What follows belongs to an exercise in optimizing a design on an open flow for a short achievable clock period and few clock cycles per item; a production flow would make more cautious choices.
Where RTL was checked, it was by simulation tests only, not by an equivalence proof against the original.
No functional check of the RTL was part of run 1.
No driver is modelled on the clock port, so clocking that relies on it looks cheaper here than on a real chip.
Power figures rest on the tool's default switching activity, not on a simulated workload.

==> flow/design.v (outline; a module is shown in full before it is edited, if it fits) <==
// module exec_alu: 26 lines
// module exec_mult: 1912 lines
// module complete_arbiter: 11 lines
// module complete_sorter: 80 lines
// module ex_stage: 139 lines
module ex_stage (
	input  logic                                      clock,
	input  logic                                      reset,
	input  logic [2-1:0]                 issue_valid,
	input  logic [2*2-1:0]               issue_unit,
	input  logic [2*3-1:0]               issue_op,
	input  logic [2*32-1:0]        issue_a,
	input  logic [2*32-1:0]        issue_b,
	input  logic [2*5-1:0]    issue_rob,
	input  logic [2*6-1:0]     issue_pr,
	output logic [2-1:0]              complete_valid,
	output logic [2*5-1:0] complete_rob,
	output logic [2*6-1:0]  complete_pr,
	output logic [2*32-1:0]     complete_value,
	output logic [3-1:0]                    unit_busy
);
  // ...
==> flow/run.sh <==
#!/bin/bash
# synth_recipe.tcl (not shown) runs the flow's synth.tcl, then flattens the netlist and writes it again
# the make line also repeats each setting of config.mk as NAME=value (left out here)
make -C /OpenROAD-flow-scripts/flow DESIGN_CONFIG=/design/flow/config.mk WORK_HOME=/design/flow/orfs CLKGATE_MAP_FILE= SYNTH_SCRIPT=/design/flow/synth_recipe.tcl finish
==> flow/config.mk <==
export PLATFORM = sky130hd
export DESIGN_NAME = ex_stage
export DESIGN_NICKNAME = ex_stage
export VERILOG_FILES = /design/flow/design.v
export SDC_FILE = /design/flow/constraint.sdc
export NUM_CORES = 4
export LEC_CHECK = 0
export ABC_CLOCK_PERIOD_IN_PS = 1500
export CAP_MARGIN = 20
export CORE_MARGIN = 2
export CORE_UTILIZATION = 50
export SETUP_SLACK_MARGIN = 4.3
export SLEW_MARGIN = 20
export TNS_END_PERCENT = 100
==> flow/constraint.sdc <==
create_clock -name core_clock -period 6.5 [get_ports {clock}]
set_input_delay 1.3000 -clock core_clock [delete_from_list [all_inputs] [get_ports {clock}]]
set_output_delay 1.3000 -clock core_clock [all_outputs]
set_load 0.01 [all_outputs]
==> run notes, run 1 <==
The number of iterations in the first detailed-routing pass came out at 5. The flow inserted 1254 tap cells. The post-route fraction of the period consumed by the critical path is 38.3%. The sequential cell area fraction in the yosys report is 49.1%. The global router's overall resource usage came out at 30.1%.

The launching element of the worst setup path is busy_q[0]. In the finished layout, the clock tree contains a buffer count of 159. The synthesized design contains 0 enable-type register cells. The number of global-route vias before repair came out at 30500. The tree is rooted in a clkbuf_16. Buffers inserted to repair hold after CTS numbered 0.

The critical path ends at unit_busy[2]. The final weighted congestion of routability-driven global placement is 0.915. The setup-violating endpoint count in the final report came out at 0. The capture endpoint of the worst hold path is mult_i.tree2_q[10]. The setup slack of the critical path after layout is 4.01 ns. The number of multi-input combinational cells in the layout is 2449.

In the final layout, the registers with the most flip-flops are mult_i.tree1_q (224), mult_i.tree2_q (92). Summed over all instances, the cell type with the most area after synthesis is dfxtp_1. The mean instance size in the synthesized netlist came out at 11.5 um^2. After clock tree synthesis, the setup repair step added 50 buffers.

The commonest cells after synthesis are dfxtp_1 (1156), xnor2_1 (375), mux2_2 (308), a22oi_1 (288), ha_1 (287). The number of diodes came out at 0. The worst reg-to-reg path cell count is 9. The critical path goes through buf_2. The flow ran to the end and the layout has no timing, DRC or antenna violations. The number of flip-flops in the largest register came out at 224. The post-route minimum period came out at 2.49 ns. Combinational logic burns 28.5% of the power. The total DRC errors in the routed layout came out at 0. The analysis attributes to net switching a power of 7.26 mW. The met1 layer wirelength in the final routing is 65600 um. The worst register-to-register path begins at mult_i.tree2_q[63]. The leading cell type by number of instances after synthesis is dfxtp_1. The first global-routing pass estimated 214000 um of wire. The count of buffers not belonging to the clock network in the layout came out at 402. The power density over the cells is 402 mW/mm^2. The worst setup slack before clock tree synthesis came out at 2.68 ns.

The synthesized netlist devotes 15.9% of its cell area to adder and majority cells. The worst setup skew after layout came out at 0.0561 ns.
==> module complete_sorter, before the edit <==
module complete_sorter #(
	parameter int PRE_LEVELS = 3
) (
	input  logic                                      clock,
	input  logic                                      reset,
	input  logic [2-1:0]              slot_valid,
	input  logic [2*5-1:0] slot_rob,
	input  logic [2*6-1:0]  slot_pr,
	input  logic [2*32-1:0]     slot_x,
	input  logic [2*32-1:0]     slot_y,
	input  logic [2-1:0]              slot_cin,
	output logic [2-1:0]              complete_valid,
	output logic [2*5-1:0] complete_rob,
	output logic [2*6-1:0]  complete_pr,
	output logic [2*32-1:0]     complete_value
);
	localparam int NS = 2;
	localparam int XL = 32;
	localparam int LV = $clog2(XL);
	logic [NS-1:0]    valid_q;
	logic [NS*5-1:0] rob_q;
	logic [NS*6-1:0]  pr_q;
	always_ff @(posedge clock) begin
		if (reset) begin
			valid_q        <= '0;
			complete_valid <= '0;
		end else begin
			valid_q        <= slot_valid;
			complete_valid <= valid_q;
		end
	end
	always_ff @(posedge clock) begin
		rob_q        <= slot_rob;
		pr_q         <= slot_pr;
		complete_rob <= rob_q;
		complete_pr  <= pr_q;
	end
	for (genvar s = 0; s < NS; s++) begin : g_slot
		logic [(LV+1)*XL-1:0] gl, pl;
		logic [XL-1:0]        hs;
		logic [XL-1:0]        g_q, p_q, hs_q;
		logic                 cin_q;
		logic [XL-1:0]        carry;
		assign hs = slot_x[s*XL +: XL] ^ slot_y[s*XL +: XL];
		assign pl[0 +: XL] = hs;
		assign gl[0 +: XL] = (slot_x[s*XL +: XL] & slot_y[s*XL +: XL])
			| {{(XL-1){1'b0}}, hs[0] & slot_cin[s]};
		for (genvar l = 0; l < LV; l++) begin : g_lvl
			logic [XL-1:0] gi, pi;
			if (l < PRE_LEVELS) begin : g_pre
				assign gi = gl[l*XL +: XL];
				assign pi = pl[l*XL +: XL];
			end else if (l == PRE_LEVELS) begin : g_cut
				assign gi = g_q;
				assign pi = p_q;
			end else begin : g_post
				assign gi = gl[l*XL +: XL];
				assign pi = pl[l*XL +: XL];
			end
			for (genvar i = 0; i < XL; i++) begin : g_bit
				if (i >= (1 << l)) begin : g_op
					assign gl[(l+1)*XL + i] = gi[i] | (pi[i] & gi[i - (1 << l)]);
					assign pl[(l+1)*XL + i] = pi[i] & pi[i - (1 << l)];
				end else begin : g_pass
					assign gl[(l+1)*XL + i] = gi[i];
					assign pl[(l+1)*XL + i] = pi[i];
				end
			end
		end
		always_ff @(posedge clock) begin
			g_q   <= gl[PRE_LEVELS*XL +: XL];
			p_q   <= pl[PRE_LEVELS*XL +: XL];
			hs_q  <= hs;
			cin_q <= slot_cin[s];
		end
		assign carry = {gl[LV*XL +: XL-1], cin_q};
		always_ff @(posedge clock)
			complete_value[s*XL +: XL] <= hs_q ^ carry;
	end
endmodule
==> run 2: changes to the inputs <==
--- a/flow/design.v
+++ b/flow/design.v
@@ -1977,5 +1977,5 @@
 `timescale 1ns/1ps
 module complete_sorter #(
-	parameter int PRE_LEVELS = 3
+	parameter int PRE_LEVELS = 2
 ) (
 	input  logic                                      clock,
--- a/flow/config.mk
+++ b/flow/config.mk
@@ -10,5 +10,5 @@
 export CORE_MARGIN = 2
 export CORE_UTILIZATION = 50
-export SETUP_SLACK_MARGIN = 4.3
+export SETUP_SLACK_MARGIN = 4.6
 export SLEW_MARGIN = 20
 export TNS_END_PERCENT = 100
==> run 2 against run 1 <==
Against the previous run:
- sequential share of layout area down 0.62 points
- clock power down 1%
- highest routed layer unchanged
- setup slack better by 0.0032 ns
- design area up 2.6%
==> run notes, run 2 <==
The highest routed metal layer is met5 (unchanged). The worst ir drop on vdd was 0.261 mV (was 0.255 mV). The path type of the worst min-delay path is register to register (unchanged). Cells traversed along the worst timing path: buf_2 (unchanged).

The final max-slew violation count came to 0 (unchanged). The wire length after detailed routing came out at 147000 um (was 148000 um). The width of the die came out at 310 um (was 311 um). The delay of the slowest cell on the worst path came out at 0.33 ns (was 0.32 ns). The final weighted congestion of routability-driven global placement came to 0.902 (was 0.915). The portion of synthesized cell area occupied by the leading cell type is 49.8% (was 49.1%). The total of fill cells in the finished design came out at 7316 (was 7587). The count of flip-flops with a built-in enable after synthesis is 0 (unchanged). The number of vias per cell after detailed routing is 5.36 (was 5.44). The detailed-route via count is 30900 (was 31100).

The startpoint kind of the worst setup timing path is a register (unchanged). The cell chosen for the clock root was clkbuf_16 (unchanged). The clock insertion delay at the later pin of the skew report is 0.74 ns (about the same). The layout cell share with drive strength beyond 1 was 27.8% (was 23.8%).

The layout net count is 5059 (was 5024). The setup slack of the critical path after layout was 4.01 ns (about the same). The met2 wire length was 64900 um (was 65300 um). The cell class contributing the biggest share of worst-path delay is flip-flops (unchanged). The total count of hold-check failures in the final report is 0 (unchanged). The standard cell with the maximum stage delay on the critical path is dfxtp_2 (unchanged).

Commonest cells in the netlist: dfxtp_1 (1164), xnor2_1 (395), mux2_2 (307), a22oi_1 (288), ha_1 (287) (was dfxtp_1 (1156), xnor2_1 (375), mux2_2 (308), a22oi_1 (288), ha_1 (287)). Largest regs: mult_i.tree1_q (224), mult_i.tree2_q (92) (unchanged). The origin of the critical flop-to-flop path is b1_q[62] (was mult_i.tree2_q[63]). The mean routed wirelength per cell is 25.5 um (was 25.9 um). The number of flip-flops in the largest register came out at 224 (unchanged). The actual slew at the worst max-slew pin came out at 0.894 ns (was 0.783 ns). The power density over the cells is 394 mW/mm^2 (was 402 mW/mm^2). The chip height came out at 310 um (was 311 um). Top post-synthesis cells by area: dfxtp_1 (50%), fa_1 (8.4%), ha_1 (7.7%), xnor2_1 (7.4%), mux2_2 (7.4%) (was dfxtp_1 (49%), fa_1 (8.3%), ha_1 (7.6%), mux2_2 (7.4%), xnor2_1 (7.0%)).

The number of buffer and inverter stages on the critical path is 1 (unchanged). The count of different cell masters after synthesis is 49 (was 59). The register bank with the most flops was mult_i.tree1_q (unchanged). The post-route minimum period is 2.49 ns (about the same). The number of antenna violations at the first check in global routing is 9 (was 10). The number of primary I/O pins is 255 (unchanged).

The endpoint of the lowest-slack register-to-register path is lx2_q[32] (was sorter_i.g_slot[0].g_q[28]). The worst endpoint required time is 5.20 ns (about the same). The area added between synthesis and finish is 26.2% (was 22.1%). The number of maximum-capacitance violations is 0 (unchanged). The total of hold buffers inserted after clock tree synthesis is 0 (unchanged).

The most frequent standard cell in the layout excluding fill and tap cells is dfxtp_1 (unchanged). The relative slew slack is 40.4% (was 47.8%). The H-tree level count came out at 3 (unchanged). The gate count of the mapped netlist is 4063 (was 4089). The post-route fraction of the period consumed by the critical path is 38.3% (about the same). The clock input transition at the sequential cells of the worst setup and hold paths came to 0.06 ns (was 0.07 ns).

The wire length of the first global-routing pass is 211000 um (was 214000 um). The number of warnings reported in the yosys synthesis log is 4 (unchanged). The synthesized net count is 4710 (was 4736). The worst setup skew after layout came out at 0.0632 ns (was 0.0561 ns). The die area is 0.0960 mm^2 (was 0.0967 mm^2).

The clock tree from TritonCTS was done (unchanged). The effective utilization at floorplan came out at 50.3% (was 50.5%). The met1 layer wirelength in the final routing was 63500 um (was 65600 um). The total negative slack is 0 ns (unchanged).

The leading cell type by number of instances after synthesis is dfxtp_1 (unchanged). Most used cells in the layout excluding fill and tap cells: dfxtp_1 (1035), xnor2_1 (391), mux2_2 (267) (was dfxtp_1 (1043), xnor2_1 (375), a22oi_1 (287)). The total power after layout came out at 23.3 mW (was 23.1 mW).

The largest buffer count on any clock path is 3 (unchanged). The number of cells on the worst hold path came out at 0 (unchanged). The count of input and output buffers is 254 (unchanged). The arrival time reported for the critical path endpoint is 1.19 ns (about the same).

The leading area contributor after synthesis is dfxtp_1 (unchanged). The largest net degree at the start of global routing is 83 (was 79). The count of clock tree sinks came out at 1164 (was 1156). The met3 routed wirelength is 12500 um (about the same). The half-perimeter wire length after placement was 99800 um (was 105000 um). The summed instance area of the synthesized netlist is 0.0468 mm^2 (was 0.0471 mm^2). The number of iterations in the first detailed-routing pass is 6 (was 5). The cell leakage power came out at 24.3 nW (was 24.1 nW). The reg-to-reg setup timing slack is 4.38 ns (was 4.07 ns). The global router's overall resource usage came out at 30.5% (was 30.1%). The mean instance size in the synthesized netlist came out at 11.5 um^2 (about the same).

The biggest fanout along the worst timing path came to 3 (unchanged). The launching element of the worst setup path is busy_q[0] (unchanged). The standard-cell row count was 112 (unchanged). RSZ-0062 raised after global routing: true (unchanged).

The number of global-route vias before repair is 30600 (was 30500). The worst setup slack before clock tree synthesis is 2.67 ns (was 2.68 ns). The count of antenna-violating nets left after detailed routing came out at 0 (unchanged). The setup-violating endpoint count in the final report came out at 0 (unchanged). The total DRC errors in the routed layout came out at 0 (unchanged). The sequential cell area fraction in the yosys report came out at 49.8% (was 49.1%). The fmax came out at 402 MHz (was 401 MHz). The flip-flop and latch count after synthesis is 1164 (was 1156). Status: complete, no violations (unchanged). The share of synthesized flip-flops with an asynchronous set or reset is 0% (unchanged). The endpoint class of the critical path is an output pin (unchanged). The starting DRC count in detailed routing is 2805 (was 2756). The primary flip-flop cell chosen by synthesis mapping is dfxtp_1 (unchanged).

The core area is 0.0930 mm^2 (was 0.0933 mm^2). The capture endpoint of the worst hold path is sorter_i.complete_pr[8] (was mult_i.tree2_q[10]). The total overflow reported by the global router is 0 (unchanged). The number of buffers created by CTS came out at 116 (was 115). The origin of the worst min-delay path is sorter_i.pr_q[8] (was mult_i.tree1_q[11]).

The worst reg-to-reg path cell count is 5 (was 9). The type of the worst setup path is register to output pin (unchanged).
## run 2: cell count changes after synthesis, moves of 7 or more
cell      delta
o21a_1      -12
nand2_1     +72
nand3_1     -23
xnor2_1     +20
dfxtp_1      +8
buf_2        -7
nor2_1      +14
xor2_1      -20
o211ai_1    +16
o21bai_1     -9
a21o_1      -39
nand4_1     -40
## run 2: where the power goes
| group | switching [mW] | total [mW] | leakage (nW) | internal (mW) |
|---|---|---|---|---|
| sequential | 0.830 | 9.43 | 9.76 | 8.60 |
| combinational | 3.55 | 6.80 | 12.5 | 3.25 |
| clock | 2.93 | 7.05 | 2.02 | 4.11 |
| total | 7.31 | 23.3 | 24.3 | 16.0 |
## run 2: worst max path at each step
stage | cells past startpoint | slack (ns) | end
3_5_place_dp | 8 | 2.67 | mult_i.two_q[13]
3_3_place_gp | 8 | 2.73 | mult_i.two_q[11]
6_report | 1 | 4.01 | unit_busy[0]
4_1_cts | 1 | 3.96 | complete_value[13]
2_1_floorplan | 6 | 4.18 | mult_i.one_q[10]
5_1_grt | 1 | 3.95 | unit_busy[0]
## run 2: routing by layer
layer  up-vias  GRT usage [%]
li1      14300              -
met1     15000           42.1
met2      1283           46.3
met3       316           6.91
met4         6           12.1
met5         -              0
## run 2: logic make-up after synthesis
kind of cell | Yosys count | share of synthesized area, %
flip-flops | 1164 | 49.8
multiplexers | 339 | 8.08
adder cells (fa/ha/maj) | 483 | 16.1
buffers and inverters | 480 | 3.98
XOR/XNOR | 447 | 8.37
AO/OA/AOI/OAI | 690 | 9.58
AND/OR/NAND/NOR | 460 | 4.11
## run 2: area by class of cell
cell class | count | area [um^2] | share of cell area [%]
Timing Repair Buffer | 454 | 5050 | 8.56
Clock buffer | 163 | 3360 | 5.69
Tap cell | 1254 | 1570 | 2.66
Sequential cell | 1164 | 23600 | 39.9
Multi-Input combinational cell | 2424 | 23800 | 40.2
Inverter | 252 | 946 | 1.60
Antenna cell | 4 | 10.0 | 0.0170
Clock inverter | 55 | 767 | 1.30
## run 2: repair_timing
item                                   CTS  global route
setup buffers                           99            25
gates resized for setup                863           262
setup endpoints to repair              613           277
endpoints found under the hold margin    0             0
cloned                                  23             4
pin swaps                               58            70
## run 2: metrics by stage
stage                     util [%]  hold WS [ns]  cells  area [um^2]
final                         63.4         0.324   5770        59000
after detailed placement      54.3         0.312   5397        50600
after global placement        54.3         0.310   5397        50600
after floorplan                  -         0.310   4063        47300
after global routing          63.4         0.321   5766        59000
after CTS                     61.9         0.312   5737        57600
Testbench counts of run 2, summed over its fixed seeds: cycles 2,459, items 4,800.
==> run 3: changes to the inputs <==
==> flow/flow/run.sh (new file) <==
#!/bin/bash
set -euo pipefail
here=$(pwd)
export POST_CTS_TCL=$here/flow/post_cts.tcl
bash standard.sh finish > $here/standard_flow.log 2>&1
==> flow/flow/post_cts.tcl (new file) <==
proc clk_collapse { maxport } {
  set block [ord::get_db_block]
  set cnet [$block findNet clock]
  while {1} {
    set loads {}
    foreach it [$cnet getITerms] { if {[$it isInputSignal]} { lappend loads $it } }
    set others [llength $loads]
    set best ""
    foreach it $loads {
      set inst [$it getInst]
      if {![string match "sky130_fd_sc_hd__clkbuf_*" [[$inst getMaster] getName]]} { continue }
      set n 0
      foreach o [[[$inst findITerm X] getNet] getITerms] { if {[$o isInputSignal]} { incr n } }
      if {$others - 1 + $n <= $maxport} { set best $inst; break }
    }
    if {$best eq ""} { break }
    set onet [[$best findITerm X] getNet]
    set sinks {}
    foreach o [$onet getITerms] { if {[$o isInputSignal]} { lappend sinks $o } }
    foreach o $sinks { $o disconnect; $o connect $cnet }
    puts "clk_collapse: removed [$best getName], the clock port now feeds [expr {$others - 1 + [llength $sinks]}] pins"
    [$best findITerm A] disconnect
    odb::dbInst_destroy $best
    odb::dbNet_destroy $onet
  }
}
clk_collapse 4
estimate_parasitics -placement
report_clock_latency
==> flow/standard.sh (new file) <==
#!/bin/bash
# synth_recipe.tcl (not shown) runs the flow's synth.tcl, then flattens the netlist and writes it again
# the make line also repeats each setting of config.mk as NAME=value (left out here)
make -C /OpenROAD-flow-scripts/flow DESIGN_CONFIG=/design/flow/config.mk WORK_HOME=/design/flow/orfs CLKGATE_MAP_FILE= SYNTH_SCRIPT=/design/flow/synth_recipe.tcl "${@:-finish}"
--- a/flow/config.mk
+++ b/flow/config.mk
@@ -9,5 +9,8 @@
 export CAP_MARGIN = 20
 export CORE_MARGIN = 2
-export CORE_UTILIZATION = 50
+export CORE_UTILIZATION = 65
+export CTS_BUF_LIST = sky130_fd_sc_hd__clkbuf_16
+export CTS_CLUSTER_DIAMETER = 80
+export CTS_CLUSTER_SIZE = 25
 export SETUP_SLACK_MARGIN = 4.6
 export SLEW_MARGIN = 20
removed: flow/run.sh
==> run 3 against run 2 <==
Against the previous run:
- sequential share of layout area increased by 2.0 points
- maximum frequency increased by 11%
- via count increased by 2.3%
- design area decreased by 4.7%
- power decreased by 15%
- critical path depth increased by 8
- combinational power decreased by 3.4%
==> run notes, run 3 <==
The number of warnings reported in the yosys synthesis log is 4 (unchanged). The number of primary I/O pins is 255 (unchanged). The layout net count came out at 4993 (was 5059).

The wire length after detailed routing is 141000 um (was 147000 um). The detailed-route via count came out at 31600 (was 30900). The final weighted congestion of routability-driven global placement came out at 0.965 (was 0.902).

The die area came out at 0.0741 mm^2 (was 0.0960 mm^2). Commonest cells in the netlist: dfxtp_1 (1164), xnor2_1 (395), mux2_2 (307), a22oi_1 (288), ha_1 (287) (unchanged). The synthesized net count was 4710 (unchanged). The type of the worst setup path is primary input to register (was register to output pin).

The total count of hold-check failures in the final report came out at 0 (unchanged). The net switching fraction of the power came out at 32.8% (was 31.4%). The total DRC errors in the routed layout was 0 (unchanged).

The path type of the worst min-delay path is register to register (unchanged). The layout cell share with drive strength beyond 1 is 26.6% (was 27.8%). The starting DRC count in detailed routing is 3063 (was 2805).

The register bank with the most flops was mult_i.tree1_q (unchanged). The clock tree from TritonCTS is done (unchanged). The half-perimeter wire length after placement came out at 94200 um (was 99800 um).

The share of synthesized flip-flops with an asynchronous set or reset was 0% (unchanged). The count of clock tree sinks is 1164 (unchanged). The leading area contributor after synthesis is dfxtp_1 (unchanged). The count of input and output buffers is 254 (unchanged). The part of the power in the clock network came out at 19.0% (was 30.3%). The post-route minimum period is 2.25 ns (was 2.49 ns). The mean instance size in the synthesized netlist is 11.5 um^2 (unchanged). The count of different cell masters after synthesis came out at 49 (unchanged). The register share of total power came to 47.8% (was 40.5%). The global router's overall resource usage was 36.9% (was 30.5%). The worst ir drop on vdd was 0.316 mV (was 0.261 mV). The mean routed wirelength per cell is 26.6 um (was 25.5 um). The total overflow reported by the global router is 0 (unchanged). The number of vias per cell after detailed routing came out at 5.95 (was 5.36).

The relative slew slack came out at 48.3% (was 40.4%). The fmax is 444 MHz (was 402 MHz). The portion of total power attributed to combinational logic is 33.2% (was 29.2%). The number of maximum-capacitance violations is 0 (unchanged).

The post-route fraction of the period consumed by the critical path came out at 34.6% (was 38.3%). The summed instance area of the synthesized netlist is 0.0468 mm^2 (unchanged). The clock input transition at the sequential cells of the worst setup and hold paths came out at 0.10 ns (was 0.06 ns). The biggest fanout along the worst timing path came to 8 (was 3). The flip-flop and latch count after synthesis came out at 1164 (unchanged). The endpoint class of the critical path is a register (was output pin). The internal power is 13.3 mW (was 16.0 mW). The effective utilization at floorplan was 65.5% (was 50.3%). The total net switching power is 6.49 mW (was 7.31 mW). The number of flip-flops in the largest register is 224 (unchanged). The worst endpoint required time came out at 6.89 ns (was 5.20 ns). The number of antenna violations at the first check in global routing came out at 20 (was 9). The chip height came out at 272 um (was 310 um).

The startpoint kind of the worst setup timing path was a primary input (was register). The cell count after placement is 5089 (was 5397). The setup-violating endpoint count in the final report came out at 0 (unchanged). The wire length of the first global-routing pass is 202000 um (was 211000 um).

The core area came out at 0.0714 mm^2 (was 0.0930 mm^2). The primary flip-flop cell chosen by synthesis mapping is dfxtp_1 (unchanged). The total negative slack was 0 ns (unchanged). The portion of synthesized cell area occupied by the leading cell type is 49.8% (unchanged). The leading cell type by number of instances after synthesis is dfxtp_1 (unchanged). The total of fill cells in the finished design came out at 4345 (was 7316).

The count of antenna-violating nets left after detailed routing came out at 0 (unchanged). The power density over the cells is 352 mW/mm^2 (was 394 mW/mm^2). The number of global-route vias before repair is 31100 (was 30600). The reg-to-reg setup timing slack is 4.36 ns (was 4.38 ns).

Status: complete, no violations (unchanged). The final hold slack was 0.323 ns (was 0.324 ns). The most frequent standard cell in the layout excluding fill and tap cells was dfxtp_1 (unchanged). The largest net degree at the start of global routing is 71 (was 83). The clock insertion delay at the later pin of the skew report came out at 0.48 ns (was 0.74 ns). The area added between synthesis and finish is 20.2% (was 26.2%). The arrival time reported for the critical path endpoint is 2.64 ns (was 1.19 ns). The worst setup skew after layout came out at 0.0208 ns (was 0.0632 ns). The cell leakage power is 23.1 nW (was 24.3 nW). The sequential cell area fraction in the yosys report came out at 49.8% (unchanged).

The actual slew at the worst max-slew pin is 0.775 ns (was 0.894 ns). The final cell count without fillers was 5318 (was 5770). The standard-cell row count came out at 98 (was 112).

The width of the die was 272 um (was 310 um). The gate count of the mapped netlist is 4063 (unchanged). The number of iterations in the first detailed-routing pass was 6 (unchanged). Largest regs: mult_i.tree1_q (224), mult_i.tree2_q (92) (unchanged). The count of flip-flops with a built-in enable after synthesis came out at 0 (unchanged).

Most used cells in the layout excluding fill and tap cells: dfxtp_1 (1026), xnor2_1 (382), mux2_2 (263) (was dfxtp_1 (1035), xnor2_1 (391), mux2_2 (267)). Top post-synthesis cells by area: dfxtp_1 (50%), fa_1 (8.4%), ha_1 (7.7%), xnor2_1 (7.4%), mux2_2 (7.4%) (unchanged). The final max-slew violation count came out at 0 (unchanged).

RSZ-0062 raised after global routing: true (unchanged).
-- run 3: worst paths after layout --
path                                    start         endpoint  cells after the start
worst min-delay path                spr2_q[5]        spr3_q[5]                      0
worst min register to register      spr2_q[5]        spr3_q[5]                      0
worst max register to register       b1_q[54]        lx2_q[32]                      7
worst max-delay path            issue_unit[3]  mult_i.two_q[4]                      9
-- run 3: critical path, stage by stage --
cell and delay, ns:
buf_6 0.07, nor2b_4 0.21, nand2_8 0.11, buf_12 0.18
buf_12 0.13, buf_8 0.12, mux2i_4 0.23, nand3_1 0.14
o21ai_1 0.14
-- run 3: cell families after synthesis --
group / synth area share (%)
flip-flops: 49.8
AO/OA/AOI/OAI: 9.58
adder cells (fa/ha/maj): 16.1
buffers and inverters: 3.98
AND/OR/NAND/NOR: 4.11
XOR/XNOR: 8.37
multiplexers: 8.08
-- run 3: cell type report --
type,count,area (um^2),share of cell area [%]
antenna,9,22.5,0.0400
clock buffer,53,1330,2.36
clock inverter,15,153,0.271
inverter,252,956,1.70
multi-input combinational,2424,24000,42.6
sequential,1164,23600,41.9
tap,950,1190,2.11
timing repair buffer,451,5070,9.01
-- run 3: metal layers --
layer,up-vias,track usage (%),routed length [um]
met5,-,0,116
met4,16,16.3,7720
met3,375,8.33,13800
met2,1633,56.8,62100
met1,15500,50.2,57500
li1,14100,-,-
-- run 3: power by group through the flow --
stage                     clock [mW]  combinational, mW  sequential (mW)
after global routing            4.01               7.20             9.56
after global placement             0               5.51             9.52
final                           3.75               6.57             9.45
after detailed placement           0               5.64             9.56
after floorplan                    0               3.56             9.30
-- run 3: stage by stage --
step / worst slack [ns] / area, um^2 / power, mW / util [%]
after floorplan: 4.18 / 47300 / 12.9 / -
after global placement: 2.78 / 50200 / 15.0 / 70.3
after detailed placement: 2.72 / 50200 / 15.2 / 70.3
after global routing: 4.23 / 56200 / 20.8 / 78.8
final: 4.25 / 56200 / 19.8 / 78.8
==> run 4: changes to the inputs <==
--- a/flow/config.mk
+++ b/flow/config.mk
@@ -9,5 +9,5 @@
 export CAP_MARGIN = 20
 export CORE_MARGIN = 2
-export CORE_UTILIZATION = 65
+export CORE_UTILIZATION = 50
 export CTS_BUF_LIST = sky130_fd_sc_hd__clkbuf_16
 export CTS_CLUSTER_DIAMETER = 80
==> run 4 against run 3 <==
Against the previous run:
- critical path depth is 8 lower
- count of clock-buffer cells in the layout up 2
- setup slack worse by 0.0083 ns
- critical path type is now register to output pin
==> run notes, run 4 <==
The total overflow reported by the global router came out at 0 (unchanged). The standard cell with the maximum stage delay on the critical path was dfxtp_2 (was mux2i_4). The portion of total power attributed to combinational logic is 33.7% (was 33.2%).

The fmax is 443 MHz (was 444 MHz). The number of iterations in the first detailed-routing pass came out at 8 (was 6). The primary flip-flop cell chosen by synthesis mapping is dfxtp_1 (unchanged). The main combinational cell family by area after synthesis was adder cells (unchanged). The total net switching power came to 6.74 mW (was 6.49 mW). The number of global-route vias before repair is 29400 (was 31100).

The adder-cell area share of the yosys netlist is 16.1% (unchanged). The number of warnings reported in the yosys synthesis log came out at 4 (unchanged). The synthesized net count is 4710 (unchanged). RSZ-0062 raised after global routing: true (unchanged). The effective utilization at floorplan came to 50.3% (was 65.5%). The starting DRC count in detailed routing is 2788 (was 3063).

The clock tree from TritonCTS is done (unchanged). The part of the power in the clock network came out at 19.7% (was 19.0%). The final weighted congestion of routability-driven global placement came out at 0.902 (was 0.965). The flip-flop and latch count after synthesis was 1164 (unchanged). The final hold slack was 0.329 ns (was 0.323 ns). The path type of the worst min-delay path is register to register (unchanged). The worst setup slack before clock tree synthesis is 2.67 ns (was 2.72 ns).

The cell count after placement was 5397 (was 5089). The delay of the slowest cell on the worst path is 0.34 ns (was 0.23 ns). The relative slew slack is 41.7% (was 48.3%).

The share of synthesized flip-flops with an asynchronous set or reset came to 0% (unchanged). The layout cell share with drive strength beyond 1 is 26.9% (was 26.6%). The number of maximum-capacitance violations is 0 (unchanged).

The chip height came to 310 um (was 272 um). The actual slew at the worst max-slew pin came to 0.874 ns (was 0.775 ns). The count of different cell masters after synthesis came out at 49 (unchanged). The final cell count without fillers is 5631 (was 5318). The most frequent standard cell in the layout excluding fill and tap cells is dfxtp_1 (unchanged). The synthesized-area fraction occupied by and/or/nand/nor cells came out at 4.11% (unchanged). The area added between synthesis and finish came out at 21.9% (was 20.2%). The count of clock tree sinks is 1164 (unchanged). Most used cells in the layout excluding fill and tap cells: dfxtp_1 (1030), xnor2_1 (385), a22oi_1 (257) (was dfxtp_1 (1026), xnor2_1 (382), mux2_2 (263)). The half-perimeter wire length after placement was 99800 um (was 94200 um). The wire length of the first global-routing pass is 205000 um (was 202000 um). The leading area contributor after synthesis is dfxtp_1 (unchanged). The core area came out at 0.0930 mm^2 (was 0.0714 mm^2). The setup-violating endpoint count in the final report came out at 0 (unchanged). The standard-cell row count came to 112 (was 98). The total negative slack was 0 ns (unchanged).

The mean routed wirelength per cell came to 25.7 um (was 26.6 um). Largest regs: mult_i.tree1_q (224), mult_i.tree2_q (92) (unchanged). The register share of total power is 46.6% (was 47.8%). The cell leakage power came to 23.2 nW (was 23.1 nW).

The number of vias per cell after detailed routing was 5.39 (was 5.95). The register bank with the most flops is mult_i.tree1_q (unchanged). The arrival time reported for the critical path endpoint came out at 0.96 ns (was 2.64 ns). The total count of hold-check failures in the final report is 0 (unchanged). The cell class contributing the biggest share of worst-path delay is flip-flops (was buffers and inverters). Cells traversed along the worst timing path: buf_2 (was buf_6 -> nor2b_4 -> nand2_8 -> buf_12 -> buf_12 -> buf_8 -> mux2i_4 -> nand3_1 -> o21ai_1). The power density over the cells came out at 355 mW/mm^2 (was 352 mW/mm^2). The post-route fraction of the period consumed by the critical path is 34.8% (was 34.6%). The mean instance size in the synthesized netlist is 11.5 um^2 (unchanged). The layout net count came out at 5000 (was 4993). The final max-slew violation count is 0 (unchanged). The width of the die came out at 310 um (was 272 um). The number of flip-flops in the largest register is 224 (unchanged). The portion of netlist area occupied by mux cells is 8.08% (unchanged). The number of antenna violations at the first check in global routing is 7 (was 20). The gate count of the mapped netlist came out at 4063 (unchanged).

The total DRC errors in the routed layout is 0 (unchanged). The wire length after detailed routing is 145000 um (was 141000 um). The leading cell type by number of instances after synthesis is dfxtp_1 (unchanged). The net switching fraction of the power came out at 33.3% (was 32.8%). The setup slack of the critical path after layout came to 4.24 ns (was 4.25 ns). The type of the worst setup path is register to output pin (was primary input to register). The portion of synthesized cell area occupied by the leading cell type is 49.8% (unchanged). The xor/xnor cell area share of the yosys netlist came out at 8.37% (unchanged). The internal power is 13.5 mW (was 13.3 mW). The die area is 0.0960 mm^2 (was 0.0741 mm^2).

Commonest cells in the netlist: dfxtp_1 (1164), xnor2_1 (395), mux2_2 (307), a22oi_1 (288), ha_1 (287) (unchanged). The post-route minimum period is 2.26 ns (was 2.25 ns). Status: complete, no violations (unchanged). The startpoint kind of the worst setup timing path is a register (was primary input). The detailed-route via count was 30400 (was 31600).

The biggest fanout along the worst timing path is 3 (was 8). The count of input and output buffers came out at 254 (unchanged). The worst endpoint required time is 5.20 ns (was 6.89 ns). The worst ir drop on vdd came out at 0.329 mV (was 0.316 mV). The clock input transition at the sequential cells of the worst setup and hold paths is 0.09 ns (was 0.10 ns).

The total power after layout is 20.3 mW (was 19.8 mW). The count of flip-flops with a built-in enable after synthesis is 0 (unchanged). The count of antenna-violating nets left after detailed routing is 0 (unchanged).

The clock insertion delay at the later pin of the skew report was 0.51 ns (was 0.48 ns). The complex-gate fraction of the synthesized area is 9.58% (unchanged). The global router's overall resource usage came to 29.7% (was 36.9%). The summed instance area of the synthesized netlist is 0.0468 mm^2 (unchanged).

Top post-synthesis cells by area: dfxtp_1 (50%), fa_1 (8.4%), ha_1 (7.7%), xnor2_1 (7.4%), mux2_2 (7.4%) (unchanged). The endpoint class of the critical path is an output pin (was register). The largest net degree at the start of global routing is 83 (was 71).

The worst setup skew after layout was 0.0316 ns (was 0.0208 ns). The number of buffer and inverter stages on the critical path came out at 1 (was 4). The number of primary I/O pins is 255 (unchanged). The sequential cell area fraction in the yosys report came to 49.8% (unchanged).
run 4: final cells by class:
type	instances	area [um^2]
well taps	1254	1570
flip-flops and latches	1164	23600
diodes	5	12.5
fillers	7482	36000
repair buffers	453	5080
inverters	252	946
multi-input cells	2427	24200
clock inverters	21	273
clock buffers	55	1380
run 4: kinds of logic after synthesis:
logic type / count (synthesis)
mux: 339
compound gates: 690
xor+xnor: 447
flops: 1164
simple gates: 460
fa+ha+maj: 483
buf+inv: 480
run 4: final timing paths:
| path | startpoint | endpoint | slack, ns | depth (start not counted) |
|---|---|---|---|---|
| max reg2reg | b1_q[61] | lx2_q[32] | 4.36 | 5 |
| max | busy_q[0] | unit_busy[0] | 4.24 | 1 |
| min | sorter_i.rob_q[7] | sorter_i.complete_rob[7] | 0.33 | 0 |
| min reg2reg | sorter_i.rob_q[7] | sorter_i.complete_rob[7] | 0.33 | 0 |
run 4: per-stage QoR:
stage | area [um^2] | util, %
floorplan | 47300 | -
global placement | 50600 | 54.3
detailed placement | 50600 | 54.3
global route | 57000 | 61.2
finish | 57000 | 61.3
run 4: power groups by stage:
stage               Sequential (mW)  Combinational [mW]  Clock, mW
global route                   9.56                7.45       4.30
floorplan                      9.30                3.56          0
finish                         9.43                6.83       4.00
detailed placement             9.56                6.01          0
global placement               9.54                5.95          0
run 4: worst reg2reg max path: cells and delay by family (launching register included):
kind                     cells  cell delay [ns]
adder cells (fa/ha/maj)      1             0.35
AND/OR/NAND/NOR              2             0.94
buffers and inverters        1             0.12
flip-flops                   1             0.53
AO/OA/AOI/OAI                1             0.10
run 4: metal layers:
layer  routed length, um  vias up  share of wire (%)  track usage [%]
met5                  13        -             0.0090                0
met4                5660        2                3.9             10.2
li1                    -    14100                  -                -
met3               10800      244                7.5             5.21
met1               64100    14900                 44             42.3
met2               64400     1153                 44             45.4

==> what the ideal ports hide <==
The results above use ideal ports. As a check the final layouts listed here were re-extracted and re-timed, cells and wires unchanged.
Step 1 (the two cells are an assumption about what drives the block):
set clk [get_ports {clock}]
set_driving_cell -lib_cell sky130_fd_sc_hd__clkbuf_16 $clk
set_driving_cell -lib_cell sky130_fd_sc_hd__buf_2 [delete_from_list [all_inputs] $clk]
Step 2 adds t to the input delays and takes it off the output delays; t is the mean of the earliest and latest rising clock arrival at the registers after step 1. Input paths then give back, and output paths get back, about the clock's delay inside the block.
Three values: ideal ports, drivers, drivers and shift; two values: the first two.
run | shift t [ns] | setup WS [ns] | worst setup path after step 2 | latest minus earliest clock arrival (ns) | cell pins on the clock port's net
run 1 | 0.794 | 4.007 / 3.931 / 3.588 | input to register | 0.058 / 0.058 | 1
run 2 | 0.783 | 4.011 / 3.937 / 3.722 | input to register | 0.065 / 0.065 | 1
run 3 | 0.605 | 4.249 / 4.129 / 3.712 | input to register | 0.023 / 0.023 | 4
run 4 | 0.644 | 4.241 / 4.085 / 3.784 | input to register | 0.035 / 0.036 | 4
After both steps every run listed still meets setup and hold. The setup slack of run 3, which loses most, moves by -0.120 ns with the drivers and by -0.537 ns with both steps.
